This is an optimization exercise on Yosys and OpenROAD, whose aim is small area and a short achievable clock period, not a production implementation.
Only simulation tests tie the RTL to the original design; equivalence was not proved.
No activity file was given, so power comes from the tool's default toggle rates.

==> flow/design.v <==
package systolic_pkg;
    localparam int ARRAY_SIZE = 4;
    localparam int OPERAND_W  = 8;
    localparam int PRODUCT_W  = 16;
    localparam int DIGIT_W = 5;
    localparam logic [15:0] ACC_INIT = 16'h0AC0;
    localparam int DONE_AT = 16;    
endpackage
`timescale 1ns/1ps
module booth_recoder (
    input  logic       clk,
    input  logic       act,
    input  logic       hi,
    input  logic [7:0] b,
    output logic [4:0] dl,    
    output logic [4:0] dh     
);
    function automatic logic [4:0] encode(input logic [2:0] g, input logic en);
        logic one, two, neg;
        one = g[1] ^ g[0];
        two = (g[2] & ~g[1] & ~g[0]) | (~g[2] & g[1] & g[0]);
        neg = g[2];
        encode = en ? {~neg, one | two, neg, two, one} : 5'b0;
    endfunction
    logic [2:0] gl, gh;
    assign gh = hi ? b[7:5] : b[3:1];
    assign gl = hi ? b[5:3] : {b[1:0], 1'b0};
    always_ff @(posedge clk) begin
        dl <= encode(gl, act);
        dh <= encode(gh, act);
    end
endmodule
`timescale 1ns/1ps
module booth_multiplier (
    input  logic [7:0] a,
    input  logic [4:0] d,     
    output logic [8:0] row
);
    logic [8:0] a2;
    assign a2 = {a, 1'b0};
    for (genvar k = 0; k < 8; k++) begin : g_bit
        assign row[k] = ((d[0] & a[k]) | (d[1] & a2[k])) ^ d[2];
    end
    assign row[8] = (d[3] & a[7]) ^ d[4];
endmodule
`timescale 1ns/1ps
module mac_cell (
    input  logic        clk,
    input  logic        keep,
    input  logic        shift,
    input  logic        init,
    input  logic [7:0]  a,
    input  logic [4:0]  dl,
    input  logic [4:0]  dh,
    output logic [15:0] acc
);
    localparam logic [15:0] K = systolic_pkg::ACC_INIT;
    logic [8:0]  rl, rh;
    logic [15:0] f, s, c, sum;
    logic [19:0] acc_sh;
    logic [11:0] cy;       
    logic [3:0]  cs;       
    logic [3:0]  cin;
    logic [16:0] rip;
    logic [3:0]  cout;
    booth_multiplier u_rl (.a(a), .d(dl), .row(rl));
    booth_multiplier u_rh (.a(a), .d(dh), .row(rh));
    assign acc_sh = {acc, 4'b0};
    for (genvar k = 0; k < 16; k++) begin : g_fb
        assign f[k] = (keep & acc[k]) | (shift & acc_sh[k]) | (init & K[k]);
    end
    assign cin[0] = dl[2];
    assign cin[1] = keep & cs[1];
    assign cin[2] = (keep & cs[2]) | (shift & cs[1]);
    assign cin[3] = (keep & cs[3]) | (shift & cs[2]);
    assign s[1:0] = f[1:0];
    assign c[1:0] = rl[1:0];
    assign c[2]   = dh[2];
    assign cy[2:0] = '0;
    for (genvar k = 2; k <= 8; k++) begin : g_csa
        assign s[k]    = f[k] ^ rl[k] ^ rh[k-2];
        assign cy[k+1] = (f[k] & rl[k]) | (f[k] & rh[k-2]) | (rl[k] & rh[k-2]);
    end
    assign c[8:3] = cy[8:3];
    assign s[9]   = f[9] ^ rh[7];
    assign cy[10] = f[9] & rh[7];
    assign s[10]  = f[10] ^ rh[8];
    assign cy[11] = f[10] & rh[8];
    assign c[11:9] = cy[11:9];
    assign c[15:12] = '0;
    assign s[15:11] = f[15:11];
    for (genvar b = 0; b < 4; b++) begin : g_cpa
        logic [3:0] p, g;
        logic [4:0] cc;
        assign p = s[4*b +: 4] ^ c[4*b +: 4];
        assign g = s[4*b +: 4] & c[4*b +: 4];
        assign cc[0] = cin[b];
        assign cc[1] = g[0] | (p[0] & cin[b]);
        assign cc[2] = g[1] | (p[1] & g[0]) | (p[1] & p[0] & cin[b]);
        assign cc[3] = g[2] | (p[2] & g[1]) | (p[2] & p[1] & g[0]) | (p[2] & p[1] & p[0] & cin[b]);
        assign cc[4] = g[3] | (p[3] & g[2]) | (p[3] & p[2] & g[1]) | (p[3] & p[2] & p[1] & g[0])
                     | (p[3] & p[2] & p[1] & p[0] & cin[b]);
        assign sum[4*b +: 4] = p ^ cc[3:0];
        assign rip[4*b+4] = cc[4];
    end
    assign rip[0] = 1'b0;
    assign cout = {rip[12], rip[8], rip[4], 1'b0};
    always_ff @(posedge clk) begin
        acc <= sum;
        cs  <= cout;
    end
endmodule
`timescale 1ns/1ps
module array_ctrl (
    input  logic       clk,
    input  logic       rst,
    output logic [3:0] load,       
    output logic       act_next,   
    output logic       hi_next,    
    output logic       keep,       
    output logic       shift,      
    output logic       init,       
    output logic       done
);
    logic [4:0] count;
    always_ff @(posedge clk or negedge rst) begin
        if (!rst) begin
            count <= '0;
            done  <= 1'b0;
        end else begin
            if (count != systolic_pkg::DONE_AT) count <= count + 1'b1;
            if (count == systolic_pkg::DONE_AT) done <= 1'b1;
        end
    end
    for (genvar n = 0; n < 4; n++) begin : g_load
        assign load[n] = (count <= n + 4);
    end
    assign act_next = (count >= 4) && (count <= 11);
    assign hi_next  = (count <= 7);
    always_ff @(posedge clk) begin
        init  <= (count == 4);
        shift <= (count == 8);
        keep  <= (count != 4) && (count != 8);
    end
endmodule
`timescale 1ns/1ps
module systolic_array (
    input  logic           clk,
    input  logic           rst,
    input  logic [31:0]    a_lanes,
    input  logic [31:0]    b_lanes,
    output logic [255:0]   c,
    output logic           done
);
    localparam int N = systolic_pkg::ARRAY_SIZE;
    logic [3:0]  load;
    logic        act_next, hi_next, keep, shift, init;
    logic [7:0]  ra [N][4];
    logic [3:0]  rb_lo [N][4];
    logic [3:0]  rb_hi [N][3];
    logic [7:0]  a_tap [N];
    logic [4:0]  dl [N];
    logic [4:0]  dh [N];
    array_ctrl u_ctrl (
        .clk      (clk),
        .rst      (rst),
        .load     (load),
        .act_next (act_next),
        .hi_next  (hi_next),
        .keep     (keep),
        .shift    (shift),
        .init     (init),
        .done     (done)
    );
    for (genvar n = 0; n < N; n++) begin : g_lane
        always_ff @(posedge clk) begin
            ra[n][0] <= load[n] ? a_lanes[8*n +: 8] : ra[n][3];
            for (int k = 1; k < 4; k++) ra[n][k] <= ra[n][k-1];
        end
        assign a_tap[n] = ra[n][3-n];
        logic [3:0] lo_in;
        logic [7:0] b_rd;
        assign lo_in = load[n] ? b_lanes[8*n +: 4] : rb_lo[n][3];
        always_ff @(posedge clk) begin
            rb_lo[n][0] <= lo_in;
            for (int k = 1; k < 4; k++) rb_lo[n][k] <= rb_lo[n][k-1];
        end
        if (n == 3) begin : g_rd_in
            assign b_rd = {b_lanes[8*n+4 +: 4], lo_in};
        end else begin : g_rd_ring
            always_ff @(posedge clk) begin
                rb_hi[n][0] <= b_lanes[8*n+4 +: 4];
                for (int k = 1; k <= 2 - n; k++) rb_hi[n][k] <= rb_hi[n][k-1];
            end
            assign b_rd = {rb_hi[n][2-n], rb_lo[n][2-n]};
        end
        booth_recoder u_rec (
            .clk (clk),
            .act (act_next),
            .hi  (hi_next),
            .b   (b_rd),
            .dl  (dl[n]),
            .dh  (dh[n])
        );
    end
    for (genvar i = 0; i < N; i++) begin : g_row
        for (genvar j = 0; j < N; j++) begin : g_col
            mac_cell u_cell (
                .clk   (clk),
                .keep  (keep),
                .shift (shift),
                .init  (init),
                .a     (a_tap[i]),
                .dl    (dl[j]),
                .dh    (dh[j]),
                .acc   (c[16*(4*i+j) +: 16])
            );
        end
    end
endmodule
clock: 5.5 ns
lec_check: 0
cap_margin: 20
core_margin: 2
core_utilization: 40
cts_buf_list: sky130_fd_sc_hd__clkbuf_8
cts_cluster_size: 24
setup_slack_margin: 3.0
slew_margin: 20
standard.sh (not shown) runs the stock make flow with config.mk's settings and CLKGATE_MAP_FILE= SYNTH_SCRIPT=/design/flow/synth_recipe.tcl, a recipe that flattens the netlist after the stock synthesis.
==> flow/flow/run.sh <==
#!/bin/bash
# The standard layout (standard.sh, unchanged synthesis and steps), except
# that the port buffers are plain buffers instead of the delay buffers
# buffer_ports picks by default. make's full output goes to standard_make.log.
set -euo pipefail
export BUFFER_PORTS_ARGS="-buffer_cell sky130_fd_sc_hd__buf_1"
bash standard.sh > standard_make.log 2>&1
The baseline completed without violations.
Rerun with:
Settings changed: CORE_UTILIZATION 40 to 60, CTS_BUF_LIST sky130_fd_sc_hd__clkbuf_8 to default, CTS_CLUSTER_DIAMETER from default to 120, CTS_CLUSTER_SIZE 24 to 22, PLACE_DENSITY from default to 0.75, SETUP_SLACK_MARGIN 3.0 to 2.9.
Result:
- synthesized cell count does not change
- count of clock-buffer cells in the layout decreases by 93
- die area shrinks by 33%
- utilization goes up by 18 points
- final area falls by 10%
- cell count drops by about 13%
- worst hold slack gains 37 ps
- worst setup slack is worse by 67 ps
- total power decreases by 13%
Rerun with:
Settings changed: CORE_UTILIZATION 60 to 40, CTS_CLUSTER_DIAMETER 120 to default, CTS_CLUSTER_SIZE 22 to default, PLACE_DENSITY 0.75 to default, SETUP_SLACK_MARGIN 2.9 to 2.8.
Outcome: Global-route usage went down by 10 points. Final cell count went up by 11%. Flip-flop and latch count is unchanged. Utilization went down by 22 points. Area after synthesis is unchanged. Total power went up by 15%. Wire length went up by 2.2%. Worst hold slack improved by 23 ps. Design area went up by 4.3%.
Rerun with:
==> flow/run.sh (new file) <==
#!/bin/bash
# synth_recipe.tcl (not shown) runs the flow's synth.tcl, then flattens the netlist and writes it again
# the make line also repeats each setting of config.mk as NAME=value (left out here)
make -C /OpenROAD-flow-scripts/flow DESIGN_CONFIG=/design/flow/config.mk WORK_HOME=/design/flow/orfs CLKGATE_MAP_FILE= SYNTH_SCRIPT=/design/flow/synth_recipe.tcl finish
Settings changed: CORE_UTILIZATION 40 to 60, CTS_CLUSTER_DIAMETER from default to 120, CTS_CLUSTER_SIZE from default to 22, PLACE_DENSITY from default to 0.75, SETUP_SLACK_MARGIN 2.8 to 2.6.
removed: flow/flow/run.sh
removed: flow/standard.sh
Outcome: Core utilization came out higher by 23 points. Routed wire length drops by 5.2%. Register-to-register slack is worse by 270 ps. Non-clock buffer count is lower by 58. Area after synthesis stays the same.
Rerun with:
==> flow/flow/run.sh (new file) <==
#!/bin/bash
# The standard layout (standard.sh, unchanged synthesis and steps), except
# that the port buffers are plain buffers instead of the delay buffers
# buffer_ports picks by default. make's full output goes to standard_make.log.
set -euo pipefail
export BUFFER_PORTS_ARGS="-buffer_cell sky130_fd_sc_hd__buf_1"
bash standard.sh > standard_make.log 2>&1
==> flow/standard.sh (new file) <==
#!/bin/bash
# synth_recipe.tcl (not shown) runs the flow's synth.tcl, then flattens the netlist and writes it again
# the make line also repeats each setting of config.mk as NAME=value (left out here)
make -C /OpenROAD-flow-scripts/flow DESIGN_CONFIG=/design/flow/config.mk WORK_HOME=/design/flow/orfs CLKGATE_MAP_FILE= SYNTH_SCRIPT=/design/flow/synth_recipe.tcl "${@:-finish}"
Settings changed: CORE_UTILIZATION 60 to 70, PLACE_DENSITY 0.75 to 0.85, SETUP_SLACK_MARGIN 2.6 to 2.9.
removed: flow/run.sh
What happened: The new run passed the timing, DRC and antenna checks. Global-route usage went up by 7.3 points. Design area is lower by 1.6%. Worst setup slack is better by 55 ps. Clock power barely changes. Total power is lower by 5.6%. Count of clock-buffer cells in the layout stays the same. Core utilization is higher by 10 points. Via count climbs by 7.8%. Routed wire length goes up by 8.7%. Sequential cell count stays the same.
Rerun with:
Settings changed: CORE_UTILIZATION 70 to 40, CTS_BUF_LIST from default to sky130_fd_sc_hd__clkbuf_4 sky130_fd_sc_hd__clkbuf_8, CTS_CLUSTER_DIAMETER 120 to default, CTS_CLUSTER_SIZE 22 to 16, PLACE_DENSITY 0.85 to default, SETUP_SLACK_MARGIN 2.9 to 3.0.
Via count goes down by about 5%.
Utilization goes down by 30 points.
Non-clock buffer count goes up by 119.
First-iteration DRC count goes down by 40%.
Register-to-register slack improved by 320 ps.
Routed wire length goes up by about 2.6%.
Sequential cell count is unchanged.
Die area goes up by about 70%.
Cell area goes up by about 11%.
Clock skew goes down by 9.9 ps.
Power goes up by 15%.

-- re-timing with driven ports --
No port has a modelled driver above. Below, the same layouts with a new extraction and two added sets of constraints. Step 1: set_driving_cell puts a clkbuf_16 on clk and a buf_2 on each other input, an assumption about the parent block. Step 2 times the ports against the registers' clock, not the clock port: input delays grow and output delays shrink by t, the midpoint of the rising clock arrivals with the driver on. a / b / c = no drivers / after step 1 / after step 2; a / b = the first two.
run | shift t [ns] | setup slack, ns | hold WS [ns] | clock arrival spread, ns | worst slew at a driven data input, ns
the first run | 0.788 | 2.997 / 2.970 / 2.997 | 0.255 / 0.214 / 0.320 | 0.045 / 0.045 | 0.08
the second run | 0.689 | 2.930 / 2.874 / 2.930 | 0.293 / 0.293 / 0.293 | 0.045 / 0.045 | 0.05
the third run | 0.668 | 2.849 / 2.849 / 2.849 | 0.316 / 0.316 / 0.316 | 0.032 / 0.032 | 0.08
the fourth run | 0.683 | 2.574 / 2.524 / 2.574 | 0.313 / 0.313 / 0.313 | 0.044 / 0.044 | 0.04
the fifth run | 0.697 | 2.629 / 2.629 / 2.629 | 0.303 / 0.262 / 0.312 | 0.057 / 0.056 | 0.05
the sixth run | 0.786 | 2.951 / 2.951 / 2.951 | 0.265 / 0.222 / 0.320 | 0.047 / 0.047 | 0.08
After both steps setup and hold are still met in every run listed.
